This is an optimization exercise on Yosys and OpenROAD, whose aim is small area, a short achievable clock period and few clock cycles per item, not a production implementation. RTL that was checked went through simulation tests only; none was proved equivalent to the original. Power figures rest on the tool's default switching activity, not on a simulated workload.

==> flow/design.v (excerpt) <==
module ordered_set_engine #(
    parameter int CAPACITY  = 32,
    parameter int KEY_WIDTH = 16
) (
    input  logic                             i_clk,
    input  logic                             i_rst_n,
    input  logic                             i_in_valid,
    output logic                             o_in_stall,
    input  ose_pkg::t_cmd                    i_command,
    input  logic [31:0]                      i_key,
    output logic                             o_out_valid,
    input  logic                             i_out_stall,
    output ose_pkg::t_status                 o_status,
    output logic [31:0]                      o_value,
    output logic                             o_hit,
    output logic [$clog2(CAPACITY+1)-1:0]    o_count
);
    localparam int CNT_W = $clog2(CAPACITY + 1);
    logic                 r_q_valid, r_b_valid;
    ose_pkg::t_cmd        r_q_cmd, r_b_cmd;
    logic [KEY_WIDTH-1:0] r_q_key, r_b_key;
    logic [CNT_W-1:0]     r_count, n_count;
    logic [CAPACITY-1:0]  r_occ, n_occ;
    logic                 r_o_valid, r_s_valid, r_in_ready;
    ose_pkg::t_status     r_o_status, r_s_status, n_status;
    logic [KEY_WIDTH-1:0] r_o_value, r_s_value, n_value;
    logic                 r_o_hit, r_s_hit, n_hit;
    logic [CNT_W-1:0]     r_o_count, r_s_count;
    logic [KEY_WIDTH-1:0] w_key [CAPACITY];
    logic [CAPACITY-1:0]  w_lt, w_eq, w_le, w_gt;
    logic [CAPACITY-1:0]  w_clt, w_ceq;
    logic [CAPACITY-1:0]  w_ld_prv, w_ld_key, w_ld_nxt, w_pick;
    logic                 w_key_clt, w_key_ceq;
    logic                 r_found, n_found, w_rm_ceq;
    logic w_move, w_go, w_take, w_o_hold, w_o_from_s, w_o_from_n;
    logic w_empty, w_full, w_found, w_pred_ok, w_succ_ok;
    logic c_ins, c_rm, c_clr, c_rm_lt, c_rm_all, c_rm_pred, c_rm_le;
    logic k_min, k_max, k_pred, k_succ;
    logic [3:0] r_b_class, w_q_class;
    assign o_in_stall = !r_in_ready;
    assign w_move     = !r_s_valid;
    assign w_go       = r_b_valid && !r_s_valid;
    assign w_take     = r_o_valid && !i_out_stall;
    assign w_o_hold   = r_o_valid && i_out_stall;
    assign w_o_from_s = !w_o_hold && r_s_valid;
    assign w_o_from_n = !w_o_hold && !r_s_valid;
    assign w_le      = w_lt | w_eq;
    assign w_gt      = r_occ & ~w_le;
  ...
Settings: LEC_CHECK=0, CAP_MARGIN=20, CORE_MARGIN=2, CORE_UTILIZATION=35, GPL_ROUTABILITY_DRIVEN=1, PLACE_DENSITY=0.5, SLEW_MARGIN=20; clock period 12.0 ns.
standard.sh (not shown) runs the stock make flow with config.mk's settings and CLKGATE_MAP_FILE= SYNTH_SCRIPT=/design/flow/synth_recipe.tcl, a recipe that flattens the netlist after the stock synthesis.
==> flow/flow/run.sh <==
#!/bin/bash
# Standard layout (standard.sh) with these changes:
#  - synthesis maps the logic with an area-oriented ABC script (flow/abc_area.script);
#    flow/synth_area.tcl is synth_recipe.tcl with only the ABC script swapped;
#  - timing repair aims below the clock period (SETUP_SLACK_MARGIN), on all endpoints;
#  - placement density and clock tree settings as given below.
set -e
FL=$PWD/flow
export MY_ABC_SCRIPT=$FL/abc_area.script
bash standard.sh SYNTH_SCRIPT=$FL/synth_area.tcl SETUP_SLACK_MARGIN=8.4 TNS_END_PERCENT=100 SKIP_GATE_CLONING=1 CORE_UTILIZATION=35 PLACE_DENSITY=0.5 CTS_CLUSTER_SIZE=30 CTS_CLUSTER_DIAMETER=80 "BUFFER_PORTS_ARGS=-buffer_cell sky130_fd_sc_hd__buf_2" finish > standard.log 2>&1
==> flow/flow/abc_area.script <==
strash
&get -n
&st
&dch -f
&nf -a -R 1000
&put
topo
stime -c
==> flow/flow/synth_area.tcl <==
proc synth {args} { yosys synth -nofsm -noshare {*}$args }
proc abc {args} {
  set i [lsearch -exact $args -script]
  if { $i >= 0 && [info exists ::env(MY_ABC_SCRIPT)] } { lset args [expr {$i+1}] $::env(MY_ABC_SCRIPT) }
  yosys abc {*}$args
}
source $::env(SCRIPTS_DIR)/synth.tcl
# left out here: clear keep_hierarchy, flatten, clean up, hide names made inside functions, write 1_2_yosys.v
Next try:
--- a/flow/flow/run.sh
+++ b/flow/flow/run.sh
@@ -10 +10 @@
-bash standard.sh SYNTH_SCRIPT=$FL/synth_area.tcl SETUP_SLACK_MARGIN=8.4 TNS_END_PERCENT=100 SKIP_GATE_CLONING=1 CORE_UTILIZATION=35 PLACE_DENSITY=0.5 CTS_CLUSTER_SIZE=30 CTS_CLUSTER_DIAMETER=80 "BUFFER_PORTS_ARGS=-buffer_cell sky130_fd_sc_hd__buf_2" finish > standard.log 2>&1
+bash standard.sh SYNTH_SCRIPT=$FL/synth_area.tcl SETUP_SLACK_MARGIN=8.2 TNS_END_PERCENT=100 SKIP_GATE_CLONING=1 CORE_UTILIZATION=35 PLACE_DENSITY=0.5 CTS_CLUSTER_SIZE=30 CTS_CLUSTER_DIAMETER=80 "BUFFER_PORTS_ARGS=-buffer_cell sky130_fd_sc_hd__buf_2" finish > standard.log 2>&1
Result: The changed run completed with no timing, DRC or antenna violations. Core utilization falls by 0.41 points. Flip-flop and latch count does not change. Setup slack loses 0.11 ns.
No functional check of the RTL was part of any run of this note.

* * *

ordered_set_engine, a different RTL version from the one above (not shown whole).
Size in the first run: about 5100 cells after synthesis, ~720 flip-flops, ~83 I/O pins, about 44000 sq um of cells after synthesis.
Settings: LEC_CHECK=0, CAP_MARGIN=20, CORE_MARGIN=2, CORE_UTILIZATION=40, GPL_ROUTABILITY_DRIVEN=1, PLACE_DENSITY=0.55, SLEW_MARGIN=20; clock period 12.0 ns.
==> flow/flow/run.sh <==
#!/bin/bash
# Standard layout (standard.sh) with these changes:
#  - synthesis maps the logic with an area-oriented ABC script (flow/abc_area.script);
#    flow/synth_area.tcl is synth_recipe.tcl with only the ABC script swapped;
#  - timing repair aims below the clock period (SETUP_SLACK_MARGIN), on all endpoints;
#  - placement density and clock tree settings as given below.
set -e
FL=$PWD/flow
export MY_ABC_SCRIPT=$FL/abc_area.script
bash standard.sh SYNTH_SCRIPT=$FL/synth_area.tcl SETUP_SLACK_MARGIN=8.4 TNS_END_PERCENT=100 SKIP_GATE_CLONING=1 CORE_UTILIZATION=40 PLACE_DENSITY=0.55 CTS_CLUSTER_SIZE=24 CTS_CLUSTER_DIAMETER=80 "BUFFER_PORTS_ARGS=-buffer_cell sky130_fd_sc_hd__buf_2" finish > standard.log 2>&1
Scripts as last shown in full above: flow/flow/abc_area.script, flow/flow/synth_area.tcl
Rerun with:
--- a/flow/flow/run.sh
+++ b/flow/flow/run.sh
@@ -10 +10 @@
-bash standard.sh SYNTH_SCRIPT=$FL/synth_area.tcl SETUP_SLACK_MARGIN=8.4 TNS_END_PERCENT=100 SKIP_GATE_CLONING=1 CORE_UTILIZATION=40 PLACE_DENSITY=0.55 CTS_CLUSTER_SIZE=24 CTS_CLUSTER_DIAMETER=80 "BUFFER_PORTS_ARGS=-buffer_cell sky130_fd_sc_hd__buf_2" finish > standard.log 2>&1
+bash standard.sh SYNTH_SCRIPT=$FL/synth_area.tcl SETUP_SLACK_MARGIN=8.4 TNS_END_PERCENT=100 SKIP_GATE_CLONING=1 CORE_UTILIZATION=35 PLACE_DENSITY=0.5 CTS_CLUSTER_SIZE=24 CTS_CLUSTER_DIAMETER=80 "BUFFER_PORTS_ARGS=-buffer_cell sky130_fd_sc_hd__buf_2" finish > standard.log 2>&1
Settings changed: CORE_UTILIZATION 40 to 35, PLACE_DENSITY 0.55 to 0.5.
Result: The new run ran to the end with no violations; sequential power stays flat; first-iteration DRC count went down by a few percent; wire length rises by a few percent; final area grows slightly; power came out higher by a few percent.
No run of this note included a check of the RTL's function; only the layout flow was run.

* * *

Another version of the RTL of ordered_set_engine (not shown whole).
For scale: roughly 5,600 cells after synthesis, about 680 flip-flops, roughly 55,000 sq um of cells after synthesis.
// ordered_set_engine
module ordered_set_engine #(
    parameter int CAPACITY  = 32,
    parameter int KEY_WIDTH = 16
) (
    input  logic                             i_clk,
    input  logic                             i_rst_n,
    input  logic                             i_in_valid,
    output logic                             o_in_stall,
    input  ose_pkg::t_cmd                    i_command,
    input  logic [31:0]                      i_key,
    output logic                             o_out_valid,
    input  logic                             i_out_stall,
    output ose_pkg::t_status                 o_status,
    output logic [31:0]                      o_value,
    output logic                             o_hit,
    output logic [$clog2(CAPACITY+1)-1:0]    o_count
);
clock: 12.0 ns
lec_check: 0
cap_margin: 20
core_margin: 2
core_utilization: 25
gpl_routability_driven: 1
place_density: 0.35
slew_margin: 20
run.sh (not shown) runs the stock make flow with config.mk's settings and CLKGATE_MAP_FILE= SYNTH_SCRIPT=/design/flow/synth_recipe.tcl, a recipe that flattens the netlist after the stock synthesis.
Stock flow here: none of the scripts above is used.
The baseline finished with timing, DRC and antenna clean.
Testbench counts at the start, summed over its fixed seeds: cycles 12,018, ops 12,000.
Then changed:
==> flow/flow/run.sh (new file) <==
#!/bin/bash
# Standard layout, with timing repair aimed well below the clock period.
bash standard.sh SETUP_SLACK_MARGIN=8.5 TNS_END_PERCENT=100 finish > standard.log 2>&1
==> flow/standard.sh (new file) <==
#!/bin/bash
# synth_recipe.tcl (not shown) runs the flow's synth.tcl, then flattens the netlist and writes it again
# the make line also repeats each setting of config.mk as NAME=value (left out here)
make -C /OpenROAD-flow-scripts/flow DESIGN_CONFIG=/design/flow/config.mk WORK_HOME=/design/flow/orfs CLKGATE_MAP_FILE= SYNTH_SCRIPT=/design/flow/synth_recipe.tcl "${@:-finish}"
removed: flow/run.sh
With this change the flow completed, yet does not pass: max-capacitance violations, max-slew violations.
Worst setup slack gets better by 2.5 ns.
Design area came out higher by 22%.
Area after synthesis stays the same.
Core utilization came out higher by 6.4 points.
Die area stays the same.
Total power came out higher by 5.3%.
Routed wire length came out higher by 11%.
Combinational power came out higher by 32%.
Sequential power hardly moves.
Synthesized cell count is unchanged.
Count of clock-buffer cells in the layout came out lower by 22.

* * *

## red
ordered_set_engine, a different RTL version from the one above (not shown whole).
For scale: about 5,100 cells after synthesis, ~83 I/O pins, roughly 0.044 sq mm of cells after synthesis.
export LEC_CHECK = 0
export CAP_MARGIN = 10
export CORE_MARGIN = 2
export CORE_UTILIZATION = 35
export GPL_ROUTABILITY_DRIVEN = 1
export PLACE_DENSITY = 0.5
export SLEW_MARGIN = 10
create_clock -name core_clock -period 12.0 [get_ports {i_clk}]
standard.sh (not shown) runs the stock make flow with config.mk's settings and CLKGATE_MAP_FILE= SYNTH_SCRIPT=/design/flow/synth_recipe.tcl, a recipe that flattens the netlist after the stock synthesis.
==> flow/flow/run.sh <==
#!/bin/bash
# Standard layout (standard.sh) with these changes:
#  - synthesis maps the logic with an area-oriented ABC script (flow/abc_area.script);
#    flow/synth_area.tcl is synth_recipe.tcl with only the ABC script swapped;
#  - timing repair aims below the clock period (SETUP_SLACK_MARGIN), on all endpoints;
#  - placement density and clock tree settings as given below.
set -e
FL=$PWD/flow
export MY_ABC_SCRIPT=$FL/abc_area.script
bash standard.sh SYNTH_SCRIPT=$FL/synth_area.tcl SETUP_SLACK_MARGIN=8.4 TNS_END_PERCENT=100 SKIP_GATE_CLONING=1 CORE_UTILIZATION=35 PLACE_DENSITY=0.5 CTS_CLUSTER_SIZE=24 CTS_CLUSTER_DIAMETER=80 SLEW_MARGIN=10 CAP_MARGIN=10 "BUFFER_PORTS_ARGS=-buffer_cell sky130_fd_sc_hd__buf_2" finish > standard.log 2>&1
Scripts as last shown in full above: flow/flow/abc_area.script, flow/flow/synth_area.tcl
Testbench counts of red, summed over its fixed seeds: cycles 12,018, ops 12,000.
Changes in blue relative to red:
# red
export LEC_CHECK = 0
export CAP_MARGIN = 10
export CORE_MARGIN = 2
export CORE_UTILIZATION = 35
export GPL_ROUTABILITY_DRIVEN = 1
export PLACE_DENSITY = 0.5
export SLEW_MARGIN = 10
create_clock -name core_clock -period 12.0 [get_ports {i_clk}]
# blue
export LEC_CHECK = 0
export CAP_MARGIN = 20
export CORE_MARGIN = 2
export CORE_UTILIZATION = 40
export GPL_ROUTABILITY_DRIVEN = 1
export PLACE_DENSITY = 0.55
export SLEW_MARGIN = 20
create_clock -name core_clock -period 12.0 [get_ports {i_clk}]
-- flow/flow/run.sh --
<<< red, line 10
bash standard.sh SYNTH_SCRIPT=$FL/synth_area.tcl SETUP_SLACK_MARGIN=8.4 TNS_END_PERCENT=100 SKIP_GATE_CLONING=1 CORE_UTILIZATION=35 PLACE_DENSITY=0.5 CTS_CLUSTER_SIZE=24 CTS_CLUSTER_DIAMETER=80 SLEW_MARGIN=10 CAP_MARGIN=10 "BUFFER_PORTS_ARGS=-buffer_cell sky130_fd_sc_hd__buf_2" finish > standard.log 2>&1
>>> blue, line 10
bash standard.sh SYNTH_SCRIPT=$FL/synth_area.tcl SETUP_SLACK_MARGIN=8.4 TNS_END_PERCENT=100 SKIP_GATE_CLONING=1 CORE_UTILIZATION=40 PLACE_DENSITY=0.55 CTS_CLUSTER_SIZE=24 CTS_CLUSTER_DIAMETER=80 "BUFFER_PORTS_ARGS=-buffer_cell sky130_fd_sc_hd__buf_2" finish > standard.log 2>&1
==> comparison <==
- blue: flow completed, timing, DRC and antenna clean
- red: all stages complete, timing, DRC and antenna checks passed
- Lower routed wire length was reported by blue, not red.
- Side by side, register-to-register slack turned out higher in blue than in red.
- Relative to red, the clock power of blue is lower by about 2%.
- blue ends up with higher combined global-route utilization of all metal layers than red does.
- Diff red -> blue | die footprint | down by more than 10%
- Sequential share of layout area of blue is on par with red.
- Compared with red, in blue cell area after layout saw a decrease, setup slack of the critical path after layout saw an increase, share of cell area taken by multi-input logic gates saw an increase, synthesis-to-layout area growth saw a decrease.
diff inputs: blue => green
# blue
export LEC_CHECK = 0
export CAP_MARGIN = 20
export CORE_MARGIN = 2
export CORE_UTILIZATION = 40
export GPL_ROUTABILITY_DRIVEN = 1
export PLACE_DENSITY = 0.55
export SLEW_MARGIN = 20
create_clock -name core_clock -period 12.0 [get_ports {i_clk}]
# green
export LEC_CHECK = 0
export CAP_MARGIN = 20
export CORE_MARGIN = 2
export CORE_UTILIZATION = 35
export GPL_ROUTABILITY_DRIVEN = 1
export PLACE_DENSITY = 0.5
export SLEW_MARGIN = 20
create_clock -name core_clock -period 12.0 [get_ports {i_clk}]
-- flow/flow/run.sh --
<<< blue, line 10
bash standard.sh SYNTH_SCRIPT=$FL/synth_area.tcl SETUP_SLACK_MARGIN=8.4 TNS_END_PERCENT=100 SKIP_GATE_CLONING=1 CORE_UTILIZATION=40 PLACE_DENSITY=0.55 CTS_CLUSTER_SIZE=24 CTS_CLUSTER_DIAMETER=80 "BUFFER_PORTS_ARGS=-buffer_cell sky130_fd_sc_hd__buf_2" finish > standard.log 2>&1
>>> green, line 10
bash standard.sh SYNTH_SCRIPT=$FL/synth_area.tcl SETUP_SLACK_MARGIN=8.4 TNS_END_PERCENT=20 SKIP_GATE_CLONING=1 CORE_UTILIZATION=35 PLACE_DENSITY=0.5 CTS_CLUSTER_SIZE=24 CTS_CLUSTER_DIAMETER=80 "BUFFER_PORTS_ARGS=-buffer_cell sky130_fd_sc_hd__buf_2" finish > standard.log 2>&1
## What came out
Min final-stage net count across blue and green: blue
Between blue and green, the difference in synthesized cell count is negligible.
On worst stage delay on the critical path, green tracks blue almost exactly.
Side by side, worst path arrival time turned out higher in green than in blue.
Summary of green over blue: power per standard cell area rose 0.38%; final setup slack of the worst path decreased 210 ps.
Compared with blue, in green number of non-filler instances in the completed layout moved up, clock skew now smaller, number of buffers inserted by post-CTS setup repair now sits higher.

what the ideal ports hide:
No port has a modelled driver above. Below, the same layouts with a new extraction and two added sets of constraints.
Step 1 assumes that a clkbuf_16 drives the clock port and a buf_2 every other input.
Step 2 times the ports against the registers' clock, not the clock port: input delays grow and output delays shrink by t, the midpoint of the rising clock arrivals with the driver on.
a / b / c = no drivers / after step 1 / after step 2; a / b = the first two.
run	shift t [ns]	slack for setup (ns)	worst setup path after step 2	latest minus earliest clock arrival (ns)	pins driven straight from the clock port
the first run of note 1	0.779	8.167 / 8.167 / 7.828	input to register	0.058 / 0.058	1
the second run of note 1	0.766	8.055 / 8.055 / 7.833	input to register	0.027 / 0.027	1
the first run of note 2	0.756	8.290 / 8.290 / 8.020	input to register	0.054 / 0.055	1
the second run of note 2	0.786	8.396 / 8.329 / 7.796	input to register	0.037 / 0.037	1
the first run of note 3	0.867	5.443 / 5.443 / 5.443	register to register	0.059 / 0.059	1
the second run of note 3	0.857	7.958 / 7.958 / 7.958	register to register	0.060 / 0.059	1
red	0.765	8.236 / 8.236 / 7.936	input to register	0.042 / 0.042	1
blue	0.768	8.369 / 8.321 / 7.927	input to register	0.052 / 0.053	1
green	0.770	8.159 / 8.159 / 8.159	register to register	0.039 / 0.039	1
For the second run of note 2, which loses most, drivers alone change the setup slack by -0.067 ns; drivers and shift together by -0.600 ns.
